Source: an optimization exercise on an open RTL-to-GDS flow (aim: small area, a short achievable clock period and few clock cycles per item). Production flows keep margins and buffers that such runs may drop. No functional check of the RTL was part of any run shown here.

$ cat flow/flow/run.sh
#!/bin/bash
# Standard layout, with plain buf_1 cells as the port buffers instead of
# the delay buffer that buffer_ports picks by default, and timing repair
# aimed at a 2.8 ns period (the clock constraint stays at the design's).
set -euo pipefail
export BUFFER_PORTS_ARGS="-buffer_cell sky130_fd_sc_hd__buf_1"
export SETUP_SLACK_MARGIN=5.2
bash standard.sh > standard.log 2>&1
$ cat flow/standard.sh
#!/bin/bash
# synth_recipe.tcl (not shown) runs the flow's synth.tcl, then flattens the netlist and writes it again
# the make line also repeats each setting of config.mk as NAME=value (left out here)
make -C /OpenROAD-flow-scripts/flow DESIGN_CONFIG=/design/flow/config.mk WORK_HOME=/design/flow/orfs CLKGATE_MAP_FILE= SYNTH_SCRIPT=/design/flow/synth_recipe.tcl "${@:-finish}"
$ cat flow/config.mk
export PLATFORM = sky130hd
export DESIGN_NAME = ascon_encrypt_1block
export DESIGN_NICKNAME = ascon_encrypt_1block
export VERILOG_FILES = /design/flow/design.v
export SDC_FILE = /design/flow/constraint.sdc
export NUM_CORES = 4
export LEC_CHECK = 0
export CAP_MARGIN = 20
export CORE_MARGIN = 2
export CORE_UTILIZATION = 45
export CTS_CLUSTER_DIAMETER = 80
export CTS_CLUSTER_SIZE = 20
export SLEW_MARGIN = 30
export SYNTH_HIERARCHICAL = 1
export SYNTH_MINIMUM_KEEP_SIZE = 0
$ cat flow/constraint.sdc
create_clock -name core_clock -period 8.0 [get_ports {clk}]
set_input_delay 1.6000 -clock core_clock [delete_from_list [all_inputs] [get_ports {clk}]]
set_output_delay 1.6000 -clock core_clock [all_outputs]
set_load 0.01 [all_outputs]
$ cat flow/design.v
package ascon_pkg;
    typedef logic [64-1:0] lane_t;
    typedef logic [2*64-1:0] block_t;
    typedef logic [5-1:0] slice_t;
    typedef logic [5*64-1:0] state_t;
    typedef enum logic [1:0]
    {
        INIT,
        ASSOC,
        TEXT,
        FINAL
    } phase_t;
endpackage
`timescale 1ns/1ps
module ascon_xnor2
(
    input  logic a,
    input  logic b,
    output logic y
);
    assign y = ~(a ^ b);
endmodule
module ascon_nand2
(
    input  logic a,
    input  logic b,
    output logic y
);
    assign y = ~(a & b);
endmodule
module ascon_nor2
(
    input  logic a,
    input  logic b,
    output logic y
);
    assign y = ~(a | b);
endmodule
module ascon_inv
(
    input  logic a,
    output logic y
);
    assign y = ~a;
endmodule
module ascon_sbox_column
(
    input  ascon_pkg::slice_t col_in,
    output ascon_pkg::slice_t col_out
);
    logic x0n, x1n, x2n, x3, x4;
    logic m0n, m2, m4, m4n;
    logic p0, q1, q3;              
    logic z0n, z1n, z3;            
    logic u2;
    assign {x4, x3, x2n, x1n, x0n} = col_in;
    ascon_xor2  u_m0  (.a (x0n), .b (x4),  .y (m0n));
    ascon_xor2  u_m2  (.a (x1n), .b (x2n), .y (m2));
    ascon_xor2  u_m4  (.a (x3),  .b (x4),  .y (m4));
    ascon_xnor2 u_m4n (.a (x3),  .b (x4),  .y (m4n));
    ascon_xnor2 u_p0  (.a (x0n), .b (x3),  .y (p0));
    ascon_xor2  u_q1  (.a (x1n), .b (m0n), .y (q1));
    ascon_xor2  u_q3  (.a (x3),  .b (m2),  .y (q3));
    ascon_mux2i u_z0  (.s (x1n), .a (m0n), .b (m2),  .y (z0n));
    ascon_mux2i u_z1  (.s (m2),  .a (x3),  .b (x1n), .y (z1n));
    ascon_mux2i u_z3  (.s (m4),  .a (m0n), .b (x3),  .y (z3));
    ascon_nor2  u_u2  (.a (x3),  .b (m4n), .y (u2));
    ascon_xnor2 u_y0  (.a (p0),  .b (z0n), .y (col_out[0]));
    ascon_xnor2 u_y1  (.a (q1),  .b (z1n), .y (col_out[1]));
    ascon_xnor2 u_y2  (.a (m2),  .b (u2),  .y (col_out[2]));
    ascon_xor2  u_y3  (.a (q3),  .b (z3),  .y (col_out[3]));
    ascon_mux2i u_y4  (.s (x1n), .a (p0),  .b (m4n), .y (col_out[4]));
endmodule
module ascon_a22o
(
    input  logic a1,
    input  logic a2,
    input  logic b1,
    input  logic b2,
    output logic y
);
    assign y = (a1 & a2) | (b1 & b2);
endmodule
module ascon_and2
(
    input  logic a,
    input  logic b,
    output logic y
);
    assign y = a & b;
endmodule
module ascon_or2
(
    input  logic a,
    input  logic b,
    output logic y
);
    assign y = a | b;
endmodule
module ascon_a21o
(
    input  logic a1,
    input  logic a2,
    input  logic b,
    output logic y
);
    assign y = (a1 & a2) | b;
endmodule
module ascon_o22ai
(
    input  logic a1,
    input  logic a2,
    input  logic b1,
    input  logic b2,
    output logic y
);
    assign y = ~((a1 | a2) & (b1 | b2));
endmodule
module ascon_a21oi
(
    input  logic a1,
    input  logic a2,
    input  logic b,
    output logic y
);
    assign y = ~((a1 & a2) | b);
endmodule
module ascon_mux2i
(
    input  logic s,
    input  logic a,
    input  logic b,
    output logic y
);
    assign y = ~(s ? b : a);
endmodule
`timescale 1ns/1ps
module ascon_xor2
(
    input  logic a,
    input  logic b,
    output logic y
);
    assign y = a ^ b;
endmodule
module ascon_linear_layer
(
    input  ascon_pkg::lane_t s0,
    input  ascon_pkg::lane_t s1,
    input  ascon_pkg::lane_t s2,
    input  ascon_pkg::lane_t s3,
    input  ascon_pkg::lane_t s4,
    input  ascon_pkg::lane_t k0,
    input  ascon_pkg::lane_t k1,
    input  ascon_pkg::lane_t k2,
    input  ascon_pkg::lane_t k3,
    input  ascon_pkg::lane_t k4,
    output ascon_pkg::lane_t x0,
    output ascon_pkg::lane_t x1,
    output ascon_pkg::lane_t x2,
    output ascon_pkg::lane_t x3,
    output ascon_pkg::lane_t x4
);
    localparam int W = 64;
    logic [4:0][W-1:0] s;
    logic [4:0][W-1:0] k;
    logic [4:0][W-1:0] g;
    logic [4:0][W-1:0] h;
    logic [4:0][W-1:0] x;
    function automatic int ra(input int l);
        case (l)
            0: ra = 19;
            1: ra = 61;
            2: ra = 1;
            3: ra = 10;
            default: ra = 7;
        endcase
    endfunction
    function automatic int rb(input int l);
        case (l)
            0: rb = 28;
            1: rb = 39;
            2: rb = 6;
            3: rb = 17;
            default: rb = 41;
        endcase
    endfunction
    assign s[0] = s0;
    assign s[1] = s1;
    assign s[2] = s2;
    assign s[3] = s3;
    assign s[4] = s4;
    assign k[0] = k0;
    assign k[1] = k1;
    assign k[2] = k2;
    assign k[3] = k3;
    assign k[4] = k4;
    for (genvar l = 0; l < 5; l++)
    begin : g_lane
        for (genvar i = 0; i < W; i++)
        begin : g_bit
            ascon_xor2 u_a
            (
                .a (s[l][(i + ra(l)) % W]),
                .b (s[l][(i + rb(l)) % W]),
                .y (h[l][i])
            );
            if (l == 2 || l == 4)
            begin : g_kn
                ascon_xnor2 u_k
                (
                    .a (s[l][i]),
                    .b (k[l][i]),
                    .y (g[l][i])
                );
            end
            else
            begin : g_kp
                ascon_xor2 u_k
                (
                    .a (s[l][i]),
                    .b (k[l][i]),
                    .y (g[l][i])
                );
            end
            ascon_xor2 u_b
            (
                .a (g[l][i]),
                .b (h[l][i]),
                .y (x[l][i])
            );
        end
    end
    assign x0 = x[0];
    assign x1 = x[1];
    assign x2 = x[2];
    assign x3 = x[3];
    assign x4 = x[4];
endmodule
`timescale 1ns/1ps
module ascon_sequencer
(
    input  ascon_pkg::state_t s_in,
    input  ascon_pkg::state_t mask,
    output ascon_pkg::state_t s_out
);
    ascon_pkg::lane_t a0, a1, a2, a3, a4;
    ascon_pkg::lane_t b0, b1, b2, b3, b4;
    ascon_pkg::lane_t l0, l1, l2, l3, l4;
    ascon_pkg::lane_t k0, k1, k2, k3, k4;
    assign {k0, k1, k2, k3, k4} = mask;
    assign {a0, a1, a2, a3, a4} = s_in;
    for (genvar b = 0; b < 64; b++)
    begin : g_col
        wire ascon_pkg::slice_t col_in;
        wire ascon_pkg::slice_t col_out;
        assign col_in = {a4[b], a3[b], a2[b], a1[b], a0[b]};
        ascon_sbox_column u_sbox
        (
            .col_in  (col_in),
            .col_out (col_out)
        );
        assign b0[b] = col_out[0];
        assign b1[b] = col_out[1];
        assign b2[b] = col_out[2];
        assign b3[b] = col_out[3];
        assign b4[b] = col_out[4];
    end
    ascon_linear_layer u_linear
    (
        .s0 (b0),
        .s1 (b1),
        .s2 (b2),
        .s3 (b3),
        .s4 (b4),
        .k0 (k0),
        .k1 (k1),
        .k2 (k2),
        .k3 (k3),
        .k4 (k4),
        .x0 (l0),
        .x1 (l1),
        .x2 (l2),
        .x3 (l3),
        .x4 (l4)
    );
    assign s_out = {l0, l1, l2, l3, l4};
endmodule
`timescale 1ns/1ps
module ascon_encrypt_1block
(
    input  logic              clk,
    input  logic              reset,
    input  logic              start,
    input  ascon_pkg::block_t key,
    input  ascon_pkg::block_t nonce,
    input  ascon_pkg::block_t ad,
    input  ascon_pkg::block_t pt,
    output ascon_pkg::block_t c,
    output ascon_pkg::block_t t,
    output logic              busy,
    output logic              done
);
    localparam int W       = 64;
    localparam int LAST    = 12 - 1;
    localparam int PB_LOAD = 12 - 8;
    ascon_pkg::phase_t phase, phase_nx;
    logic [3:0]        cyc, cyc_nx;
    ascon_pkg::lane_t  x0n, x1n, x2n;    
    ascon_pkg::lane_t  x3, x4;
    ascon_pkg::block_t key_q;
    ascon_pkg::block_t ad_q;
    ascon_pkg::block_t pc_q;       
    ascon_pkg::lane_t  n0, n1, n2, n3, n4;
    logic              ld;
    logic              busy_nx;
    logic              done_nx;
    logic              last;
    assign last = (cyc == 4'(LAST));
    always_comb
    begin
        busy_nx  = busy;
        done_nx  = 1'b0;
        phase_nx = phase;
        cyc_nx   = cyc + 1'b1;
        if (reset || !busy)
        begin
            busy_nx  = !reset && start;
            phase_nx = ascon_pkg::INIT;
            cyc_nx   = '0;
        end
        else if (last)
        begin
            case (phase)
                ascon_pkg::INIT:
                begin
                    phase_nx = ascon_pkg::ASSOC;
                    cyc_nx   = 4'(PB_LOAD);
                end
                ascon_pkg::ASSOC:
                begin
                    phase_nx = ascon_pkg::TEXT;
                    cyc_nx   = 4'(PB_LOAD);
                end
                ascon_pkg::TEXT:
                begin
                    phase_nx = ascon_pkg::FINAL;
                    cyc_nx   = '0;
                end
                default:
                begin
                    busy_nx  = 1'b0;
                    done_nx  = 1'b1;
                    phase_nx = ascon_pkg::INIT;
                    cyc_nx   = '0;
                end
            endcase
        end
    end
    always_ff @(posedge clk)
    begin
        busy  <= busy_nx;
        ld    <= ~busy_nx;
        done  <= done_nx;
        phase <= phase_nx;
        cyc   <= cyc_nx;
    end
    logic inj_init, inj_assoc, inj_text, inj_key34;
    logic pc_hold;
    logic [7:0] rc_nx;
    assign inj_init    = last && (phase == ascon_pkg::INIT);
    assign inj_assoc   = last && (phase == ascon_pkg::ASSOC);
    assign inj_text    = last && (phase == ascon_pkg::TEXT);
    assign inj_key34   = last && ((phase == ascon_pkg::INIT) || (phase == ascon_pkg::FINAL));
    assign pc_hold     = busy && !inj_assoc;
    assign rc_nx = {~cyc_nx, cyc_nx};
    ascon_pkg::lane_t k0, k1, a0, a1, p0, p1;
    ascon_pkg::lane_t m0, m1, m2n, m3, m4n;       
    ascon_pkg::lane_t d0, d1, d2, d3, d4;
    ascon_pkg::lane_t key_lo;
    ascon_pkg::block_t dk, da, dp;
    localparam ascon_pkg::lane_t IV  = 64'h80800c0800000000;
    localparam ascon_pkg::lane_t RC0 = 64'hf0;
    assign {k0, k1} = key_q;
    assign {a0, a1} = ad_q;
    assign {p0, p1} = pc_q;
    assign key_lo   = key[W-1:0] ^ RC0;
    for (genvar i = 0; i < W; i++)
    begin : g_bit
        ascon_a22o u_m0 (.a1 (inj_init), .a2 (a0[i]), .b1 (inj_assoc), .b2 (p0[i]), .y (m0[i]));
        ascon_a22o u_m1 (.a1 (inj_init), .a2 (a1[i]), .b1 (inj_assoc), .b2 (p1[i]), .y (m1[i]));
        if (i < 8)
        begin : g_rc
            logic kt;
            ascon_and2 u_kt (.a (inj_text), .b (k0[i]), .y (kt));
            ascon_xnor2 u_m2 (.a (kt), .b (rc_nx[i]), .y (m2n[i]));
        end
        else
        begin : g_norc
            ascon_nand2 u_m2 (.a (inj_text), .b (k0[i]), .y (m2n[i]));
        end
        ascon_a22o u_m3 (.a1 (inj_key34), .a2 (k0[i]), .b1 (inj_text), .b2 (k1[i]), .y (m3[i]));
        if (i == 0)
        begin : g_dom
            ascon_a21oi u_m4 (.a1 (inj_key34), .a2 (k1[i]), .b (inj_assoc), .y (m4n[i]));
        end
        else
        begin : g_nodom
            ascon_nand2 u_m4 (.a (inj_key34), .b (k1[i]), .y (m4n[i]));
        end
        if (IV[i])
        begin : g_iv1
            ascon_nor2  u_d0 (.a (ld), .b (n0[i]), .y (d0[i]));
        end
        else
        begin : g_iv0
            ascon_nand2 u_d0 (.a (busy), .b (n0[i]), .y (d0[i]));
        end
        ascon_o22ai u_d1 (.a1 (busy), .a2 (key[W + i]), .b1 (ld), .b2 (n1[i]), .y (d1[i]));
        ascon_o22ai u_d2 (.a1 (busy), .a2 (key_lo[i]),  .b1 (ld), .b2 (n2[i]), .y (d2[i]));
        ascon_a22o u_d3 (.a1 (ld), .a2 (nonce[W + i]), .b1 (busy), .b2 (n3[i]), .y (d3[i]));
        ascon_a22o u_d4 (.a1 (ld), .a2 (nonce[i]),     .b1 (busy), .b2 (n4[i]), .y (d4[i]));
    end
    ascon_sequencer u_round
    (
        .s_in  ({x0n, x1n, x2n, x3, x4}),
        .mask  ({m0, m1, m2n, m3, m4n}),
        .s_out ({n0, n1, n2, n3, n4})
    );
    for (genvar i = 0; i < 2 * W; i++)
    begin : g_hold
        logic hp;
        ascon_a22o u_dk (.a1 (ld), .a2 (key[i]), .b1 (busy),    .b2 (key_q[i]), .y (dk[i]));
        ascon_a22o u_da (.a1 (ld), .a2 (ad[i]),  .b1 (busy),    .b2 (ad_q[i]),  .y (da[i]));
        ascon_a22o u_hp (.a1 (ld), .a2 (pt[i]),  .b1 (pc_hold), .b2 (pc_q[i]),  .y (hp));
        if (i >= W)
        begin : g_hi
            ascon_a21o u_dp (.a1 (inj_assoc), .a2 (n0[i - W]), .b (hp), .y (dp[i]));
        end
        else
        begin : g_lo
            ascon_a21o u_dp (.a1 (inj_assoc), .a2 (n1[i]),     .b (hp), .y (dp[i]));
        end
    end
    always_ff @(posedge clk)
    begin
        x0n   <= d0;
        x1n   <= d1;
        x2n   <= d2;
        x3    <= d3;
        x4    <= d4;
        key_q <= dk;
        ad_q  <= da;
        pc_q  <= dp;
    end
    assign c = pc_q;
    assign t = {x3, x4};
endmodule
==> notes.md, run 1 <==
- The run finished with no timing, DRC or antenna violations.
- The insertion delay of the later-clocked pin in the worst-skew pair is 0.64 ns.
- The maximum buffer depth of the clock tree is 3.
- The total negative slack is 0 ns.
- The synthesized design devotes to its leading area cell type 35.1% of total area.
- The pre-antenna-repair detailed-routing pass consisted of 5 iterations.
- During synthesis, Yosys emitted a total of 7 warnings.
- The detailed placement HPWL is 145000 um.
- Clock-pin slew was measured on the worst setup and hold paths at 0.09 ns.
- For this block, the initial DRC count from the detailed router was 3671.
- The met2 routing resource usage after global routing is 62.5%.
- At the end of routability-driven placement, the weighted congestion stood at 0.966.
- The period utilization is 36.6%.
- The timing-limited maximum frequency is 0.341 GHz.
- The flip-flop and latch count after synthesis is 713.
- The first global-routing pass estimated 257000 um of wire.
- The width of the die is 305 um.
- The critical path startpoint category is a register.
- The worst hold path belongs to the class reg2reg.
- The cell family contributing the most delay on the critical path is flip-flops.
- In this run, placement finished with an instance count of 5927.
- The total overflow left after global routing is 0.
- The number of global-route vias before repair is 34334.
- The final routed wire length divided by cell count is 30.8 um.
- The remaining antenna violation count after routing is 0.
- The net count of the mapped netlist is 4426.
- In the final layout, the multi-input gates occupy 27000 sq um.
- The clock tree from TritonCTS is yes.
- The category of the critical setup timing path is reg2out.
- STA classifies the critical path endpoint as an output pin.
- The global routing stage identified its most utilized layer as met2.
- The final clock skew is 0.0249 ns.
- The transition time at the pin with the least slew margin is 1.08 ns.
- For this run, the post-layout net count is 5423.
- The average vias per placed instance is 5.87.
- The maximum level of the CTS H-tree is 2.
- The effective utilization at floorplan is 45.3%.
- The worst relative slew slack is 26.3%.
- Global routing consumed, on the met3 layer, 7.94% of the routing resources.
- In the final layout, flip-flops and latches occupy 14800 sq um.
- In this run the count of I/O pins placed on the die edge is 773.
- The area of the die is 92800 sq um.
- The root buffer cell is sky130_fd_sc_hd__clkbuf_16.
- The cell area reported after detailed placement is 46000 sq um.
- The gate count after technology mapping is 3905.
- After synthesis, the cell types taking the most area are sky130_fd_sc_hd__dfxtp_1, sky130_fd_sc_hd__xor2_1, sky130_fd_sc_hd__a22o_1.
- The total clock sinks is 713.
- The critical-path maximum fanout is 3.
- The final number of max-transition violations is 0.
- Synthesis instantiated 28 different standard cells from the library.
- Counting both buffers and inverters, the worst setup path holds a total of 1.
- Of the synthesized area, sequential elements account for 35.1%.
- The max-cap check violation count is 0.
- The netlist area before placement is 40700 sq um.
- Walking the worst path, the cells encountered are buf_6.
- The largest individual stage delay along the critical path comes from the cell sky130_fd_sc_hd__dfxtp_4.
- The number of antenna violations at the first check in global routing is 24.
- The count of buffers added on input and output ports is 772.
- The die is 305 um tall.
- The endpoint arrival time on the critical path is 1.33 ns.
- The post-placement worst setup slack is 4.46 ns.
- The number of cells in the finished layout apart from fillers is 6116.
- The largest net degree at the start of global routing is 192.
- The delay of the slowest cell on the worst path is 0.51 ns.
- The met1 usage in global routing is 49.2%.
- The post-synthesis cell type with the largest combined area is sky130_fd_sc_hd__dfxtp_1.
- The detailed-route wire length is 189000 um.
- The finished layout cell area is 49700 sq um.
- The mean cell area of the mapped netlist is 10.4 sq um.
- The area growth from synthesis to layout is 22.1%.
- In the final layout, the share of cells above drive strength 1 is 14.4%.
- The global routing usage summed across all routing layers is 38.7%.
- The area of the placeable core is 89900 sq um.
- The total via count in the routed design is 35929.
- Setup violations remaining at the end of the flow were counted as 0.
- Measured in cells, the most critical reg-to-reg path has a length of 7.
- For this run, design rule violations remaining after detail routing come to 0.
- STA puts the critical path data required time at 6.40 ns.
- Once routing completed, OpenROAD measured the worst setup slack at 5.07 ns.
- Hold repair after CTS inserted 0 buffers.
- The final critical delay including setup and external delays is 2.93 ns.
- The path length in cells of the critical path is 1.
- The placement row count is 110.
- Setup repair after global routing could not meet its margin everywhere.
- The final number of hold-violating endpoints is 0.
- Along the worst hold path, the cell count comes to 1.
- The number of buffers created by CTS is 48.
- The number of fill cells in the layout is 8406.
[routing by layer]
layer / share of wire [%] / up-vias
li1: - / 15948
met1: 40 / 17889
met2: 45 / 1699
met3: 8.6 / 371
met4: 5.6 / 22
met5: 0.081 / -
[per-module statistics from Yosys (local to each module, per instance), a selection]
| module | area [sq um] | times used | cells inside | flops+latches |
|---|---|---|---|---|
| ascon_encrypt_1block | 14600 | 1 | 761 | 713 |
| ascon_mux2i | 10.0 | 256 | 1 | 0 |
| ascon_xnor2 | 8.76 | 456 | 1 | 0 |
| ascon_a21oi | 8.76 | 1 | 1 | 0 |
| ascon_a21o | 7.51 | 128 | 1 | 0 |
| ascon_o22ai | 6.26 | 128 | 1 | 0 |
| ascon_and2 | 6.26 | 8 | 1 | 0 |
| ascon_nor2 | 3.75 | 69 | 1 | 0 |
[placed cells by master (no fill, tap or decap), types with 3 or more instances in the layout]
master	count
sky130_fd_sc_hd__a21o_1	128
sky130_fd_sc_hd__a22o_1	704
sky130_fd_sc_hd__and2_1	8
sky130_fd_sc_hd__and2_2	5
sky130_fd_sc_hd__and2_4	3
sky130_fd_sc_hd__buf_1	566
sky130_fd_sc_hd__buf_12	7
sky130_fd_sc_hd__buf_2	137
sky130_fd_sc_hd__buf_4	194
sky130_fd_sc_hd__buf_6	12
sky130_fd_sc_hd__clkbuf_16	49
sky130_fd_sc_hd__clkbuf_2	19
sky130_fd_sc_hd__clkbuf_8	5
sky130_fd_sc_hd__clkinv_2	5
sky130_fd_sc_hd__clkinv_4	5
sky130_fd_sc_hd__dfxtp_1	538
sky130_fd_sc_hd__dfxtp_2	53
sky130_fd_sc_hd__dfxtp_4	122
sky130_fd_sc_hd__diode_2	12
sky130_fd_sc_hd__ha_1	6
sky130_fd_sc_hd__inv_1	10
sky130_fd_sc_hd__inv_6	3
sky130_fd_sc_hd__mux2i_1	247
sky130_fd_sc_hd__mux2i_2	9
sky130_fd_sc_hd__nand2_1	183
sky130_fd_sc_hd__nor2_1	72
sky130_fd_sc_hd__o22ai_1	128
sky130_fd_sc_hd__or3_1	3
sky130_fd_sc_hd__xnor2_1	409
sky130_fd_sc_hd__xnor2_2	39
sky130_fd_sc_hd__xnor2_4	8
sky130_fd_sc_hd__xor2_1	1202
sky130_fd_sc_hd__xor2_2	14
[metrics by stage]
step | util (%) | hold slack (ns)
floorplan | - | 0.440
global placement | 50.9 | 0.455
detailed placement | 51.2 | 0.457
CTS | 54.8 | 0.480
global route | 55.3 | 0.498
finish | 55.3 | 0.478
[worst paths after layout]
path / start / to / slack (ns)
worst min register to register: ad_q[51] / ad_q[51] / 0.48
worst max-delay path: busy / busy / 5.07
worst max register to register: x1n[7] / x1n[10] / 5.14
worst min-delay path: ad_q[51] / ad_q[51] / 0.48
[registers in the layout, summed over array words and instances, names as in the netlist, 4 cells and up]
name and flops:
key_q 128, x4 64, x2n 64, ad_q 128, cyc 4, x0n 64, x3 64, x1n 64
pc_q 128
[logic make-up (layout without fill, tap and decap cells)]
kind of cell	count (synthesis)	in the layout	synth area share (%)
AO/OA/AOI/OAI	969	969	19.6
XOR/XNOR	1672	1672	36.0
adder cells (fa/ha/maj)	6	6	0.184
buffers and inverters	11	1028	0.101
flip-flops	713	713	35.1
multiplexers	256	256	6.30
other	0	12	0
AND/OR/NAND/NOR	278	284	2.71
[what timing repair did]
item                                    4_1_cts  5_1_grt
endpoints found under the setup margin      555      192
pin swaps                                     3        7
resized for setup                           529       79
cloned                                        8        0
buffers inserted                             83       10
[Yosys cell counts (all sizes together)]
master and n:
a311o 1, a22o 704, o311a 1, a21oi 3, and3b 1, xor2 1216, o21a 1, mux2i 256
ha 6, and3 1, a31oi 1, inv 11, xnor2 456, or3 4, nand3 1, nand2 183
nand3b 1, and2 11, nor2 73, nand2b 1, dfxtp 713, a31o 1, o22ai 128, a21o 128
nor2b 2, o21ai 1
[final cells by class]
class / count / share of cell area [%]
Antenna cell: 12 / 0.0604
Clock buffer: 56 / 2.62
Clock inverter: 20 / 0.456
Inverter: 11 / 0.0831
Multi-Input combinational cell: 3187 / 54.4
Sequential cell: 713 / 29.8
Tap cell: 1176 / 2.96
Timing Repair Buffer: 941 / 9.63
==> inputs of run 2 (changes only) <==
==> flow/flow/run.sh (replaced) <==
#!/bin/bash
# Standard layout, with plain buf_1 cells as the port buffers instead of
# the delay buffer that buffer_ports picks by default.
set -euo pipefail
export BUFFER_PORTS_ARGS="-buffer_cell sky130_fd_sc_hd__buf_1"
bash standard.sh > standard.log 2>&1
--- a/flow/config.mk
+++ b/flow/config.mk
@@ -10,6 +10,7 @@
 export CORE_UTILIZATION = 45
 export CTS_CLUSTER_DIAMETER = 80
 export CTS_CLUSTER_SIZE = 20
+export SETUP_SLACK_MARGIN = 5.0
 export SLEW_MARGIN = 30
 export SYNTH_HIERARCHICAL = 1
 export SYNTH_MINIMUM_KEEP_SIZE = 0
==> run 2 against run 1 <==
Core utilization shrank 2.0 points. Via count shrank 1.1%. Highest routed layer unchanged. Critical path type unchanged. Wire length shrank 1.5%. Largest cell class unchanged. Non-clock buffer count shrank 89. Global-route usage shrank 0.57 points. Still clean on timing, DRC and antenna. Register-to-register slack lost 0.11 ns. Synthesized cell count is the same. Cell count shrank 1.5%. Maximum frequency shrank 2.7%.
==> notes.md, run 2 <==
- The run finished with no timing, DRC or antenna violations.
- The post-detailed-route DRC marker count is 0 (unchanged).
- Leaving out fill and tap cells, the most frequent cells in the layout are sky130_fd_sc_hd__xor2_1, sky130_fd_sc_hd__buf_1, sky130_fd_sc_hd__a22o_1, sky130_fd_sc_hd__dfxtp_1, sky130_fd_sc_hd__xnor2_1.
- The average vias per placed instance is 5.89 (+0.34%).
- The largest total area in the synthesized netlist belongs to sky130_fd_sc_hd__dfxtp_1.
- In this run the clock root is driven by a sky130_fd_sc_hd__clkbuf_16.
- The distinct cell type count after synthesis was 28 (unchanged).
- The max-cap check violation count came to 0 (unchanged).
- In the synthesized netlist, the cells that appear most often are sky130_fd_sc_hd__xor2_1, sky130_fd_sc_hd__dfxtp_1, sky130_fd_sc_hd__a22o_1.
- The number of global-route vias before repair came to 33615 (-2.1%).
- The data required time at the worst endpoint came to 6.40 ns (about the same).
- The number of fill cells in the layout is 8607 (+2.4%).
- The total negative slack is 0 ns (unchanged).
- The part of the Yosys area used for sequential elements came to 35.1% (unchanged).
- The global placer's final weighted congestion is 0.966 (unchanged).
- The final routed wire length divided by cell count is 30.8 um (about the same).
- The number of buffers created by CTS is 48 (unchanged).
- Among all flip-flop cells after synthesis, the most frequent one is sky130_fd_sc_hd__dfxtp_1.
- The final critical delay including setup and external delays is 3.01 ns (+0.0807 ns).
- The net count of the mapped netlist is 4426 (unchanged).
- The wire length of the first global-routing pass was 253000 um (-1.4%).
- The total grt overflow is 0 (unchanged).
- The largest delay contributor family on the critical path is flip-flops.
- The flip-flop and latch count after synthesis is 713 (unchanged).
- The transition time at the pin with the least slew margin is 1.15 ns (+0.0646 ns).
- The remaining antenna violation count after routing is 0 (unchanged).
- The global routing usage summed across all routing layers is 38.1% (-0.57 points).
- The number of setup violations in the final report is 0 (unchanged).
- The detailed-route wire length was 186000 um (-1.5%).
- The netlist area before placement came to 40700 sq um (unchanged).
- The effective utilization at floorplan was 45.3% (unchanged).
- The layout overhead on the synthesized area is 17.8%.
- The slowest stage of the critical path is the sky130_fd_sc_hd__dfxtp_2 cell.
- STA classifies the critical path endpoint as an output pin.
- The top cell type's share of synthesized area is 35.1% (unchanged).
- The final number of hold-violating endpoints is 0 (unchanged).
- The insertion delay of the later-clocked pin in the worst-skew pair is 0.64 ns (about the same).
- The maximum buffer depth of the clock tree was 3 (unchanged).
- The number of cells in the finished layout apart from fillers came to 6027 (-1.5%).
- The number of antenna violations at the first check in global routing came to 23 (-4.2%).
- The placement row count was 110 (unchanged).
- The maximum level of the CTS H-tree is 2 (unchanged).
- The signal on the critical path passes through buf_1.
- The category of the critical setup timing path is reg2out.
- The area of the placeable core is 89900 sq um (unchanged).
- TritonCTS built the clock tree.
- The CTS clock-pin slew for the worst setup and hold paths is 0.09 ns (about the same).
- By area the synthesized netlist is led by sky130_fd_sc_hd__dfxtp_1, sky130_fd_sc_hd__xor2_1, sky130_fd_sc_hd__a22o_1.
- The largest net degree at the start of global routing is 192 (unchanged).
- The area of the die is 92800 sq um (unchanged).
- The total via count in the routed design is 35528 (-1.1%).
- The number of enable flip-flop cells after synthesis came to 0 (unchanged).
- The mean cell area of the mapped netlist is 10.4 sq um (unchanged).
- The library cell used most frequently in the layout, excluding fill and tap cells, is sky130_fd_sc_hd__xor2_1.
- The critical-path maximum fanout came to 8 (+5).
- The total number of yosys warnings was 7 (unchanged).
- The total number of nets in the final design was 5334 (-1.6%).
- The count of buffer and inverter cells on the critical path is 1 (unchanged).
- The y dimension of the die is 305 um (unchanged).
- The placed instance count was 5927 (unchanged).
- The path class of the tightest hold or removal check is reg2reg.
- The gate count after technology mapping is 3905 (unchanged).
- The async set or reset register ratio after synthesis is 0% (unchanged).
- The finished layout cell area is 47900 sq um (-3.6%).
- The final clock skew came to 0.0241 ns (-0.000838 ns).
- The area used by sequential logic in the layout is 14400 sq um (-2.9%).
- STA classifies the critical path startpoint as a register.
- The timing-limited maximum frequency is 0.332 GHz (-2.7%).
- The number of DRC markers after the initial detailed-route iteration is 3660 (-0.30%).
- The area of the multi-input gates came to 26800 sq um (-0.75%).
- The largest registers in the layout are ad_q x128, key_q x128, pc_q x128.
- The fraction of final layout cells with drive strength greater than 1 came to 6.28% (-8.1 points).
- The iteration count of the initial detailed-routing pass is 5 (unchanged).
- The most numerous cell in the Yosys netlist is sky130_fd_sc_hd__xor2_1.
- The final number of max-transition violations was 0 (unchanged).
- The I/O pin total is 773 (unchanged).
- The endpoint arrival time on the critical path is 1.41 ns (+0.08 ns).
- The count of buffers inserted at the top-level ports is 772 (unchanged).
- The worst relative slew slack came to 21.9% (-4.4 points).
- The final cell utilization of the core is 53.3% (-2.0 points).
- The total clock sinks is 713 (unchanged).
- The period utilization is 37.6% (+1.0 points).
- The delay of the slowest cell on the worst path was 0.46 ns (-0.05 ns).
- The detailed placement HPWL is 145000 um (unchanged).
- The width of the die is 305 um (unchanged).
- Setup repair after global routing left no endpoint under its margin.
- The cell area reported after detailed placement was 46000 sq um (unchanged).
- The hold buffer count at cts is 0 (unchanged).
## run 2: cell type report
| cell class | count | share of cell area [%] |
|---|---|---|
| Sequential cell | 713 | 30.0 |
| Clock inverter | 20 | 0.473 |
| Multi-Input combinational cell | 3187 | 56.0 |
| Clock buffer | 56 | 2.72 |
| Inverter | 11 | 0.0862 |
| Timing Repair Buffer | 852 | 7.61 |
| Tap cell | 1176 | 3.07 |
| Antenna cell | 12 | 0.0627 |
## run 2: per-module statistics from Yosys, one instance, submodules excluded, excerpt
| module | area [sq um] | flops+latches |
|---|---|---|
| ascon_and2 | 6.26 | 0 |
| ascon_xor2 | 8.76 | 0 |
| ascon_a21o | 7.51 | 0 |
| ascon_a22o | 8.76 | 0 |
| ascon_mux2i | 10.0 | 0 |
| ascon_xnor2 | 8.76 | 0 |
| ascon_o22ai | 6.26 | 0 |
| ascon_a21oi | 8.76 | 0 |
| ascon_nor2 | 3.75 | 0 |
| ascon_nand2 | 3.75 | 0 |
## run 2: cells by family (layout without fill, tap and decap cells)
logic type                 Yosys count  in the layout  share of synthesized area [%]
AOI/OAI and AO/OA                  969            969                           19.6
DFF                                713            713                           35.1
buffers and inverters               11            939                          0.101
xor gates and xnor gates          1672           1672                           36.0
muxes                              256            256                           6.30
other                                0             12                              0
and+or+nand+nor                    278            284                           2.71
adders and majority gates            6              6                          0.184
## run 2: stage by stage
step | hold WS [ns] | setup slack (ns)
after floorplan | 0.440 | 0.0347
after global placement | 0.455 | 4.55
after detailed placement | 0.457 | 4.46
after CTS | 0.480 | 5.00
after global routing | 0.495 | 5.00
final | 0.476 | 4.99
## run 2: timing repair
item                       in CTS  in global routing
pin swaps                       3                  0
setup endpoints to repair     401                162
cloned                          6                  0
resized for setup              80                 25
buffers inserted                6                  0
## run 2: worst paths after layout
kind | startpoint | to | slack (ns) | cells after the start
worst max-delay path | x3[2] | t[66] | 4.99 | 1
worst min-delay path | ad_q[51] | ad_q[51] | 0.48 | 1
worst max register to register | x1n[35] | x1n[38] | 5.03 | 6
worst min register to register | ad_q[51] | ad_q[51] | 0.48 | 1
## run 2: layer usage
layer	up-vias	routed length, um	global-route usage, %
met5	-	113	0
li1	15758	-	-
met3	330	14700	7.29
met1	17802	76800	49.2
met2	1620	84700	61.5
met4	18	9500	17.4
## run 2: worst register-to-register path: stages, from the launching register on
cell                      delay (ns)
sky130_fd_sc_hd__dfxtp_1        0.54
sky130_fd_sc_hd__xor2_1         0.44
sky130_fd_sc_hd__mux2i_1        0.16
sky130_fd_sc_hd__xnor2_1        0.87
sky130_fd_sc_hd__xor2_1         0.44
sky130_fd_sc_hd__xor2_1         0.25
sky130_fd_sc_hd__o22ai_1        0.11

-- static timing again, ports no longer ideal --
Ports are ideal in the flow. The routed layouts listed here were re-timed in OpenROAD.
Step 1, drivers: a clkbuf_16 drives clk and a buf_2 each remaining input, both assumed.
Step 2 moves the port delays by t, midway between the first and last clock arrival at a register: inputs arrive t later, outputs are due t later. That takes back most of the time a late clock gives input paths.
Slacks: ideal / step 1 / step 2; pairs: ideal / step 1.
run | t (ns) | setup slack, ns | worst setup path at the end | latest minus earliest clock arrival (ns)
run 1 | 0.708 | 5.069 / 4.994 / 4.703 | input to register | 0.026 / 0.025
run 2 | 0.704 | 4.988 / 4.913 / 4.713 | input to register | 0.024 / 0.024
After both steps every run listed still meets setup and hold. The setup slack of run 1, which loses most, moves by -0.075 ns with the drivers and by -0.366 ns with both steps.
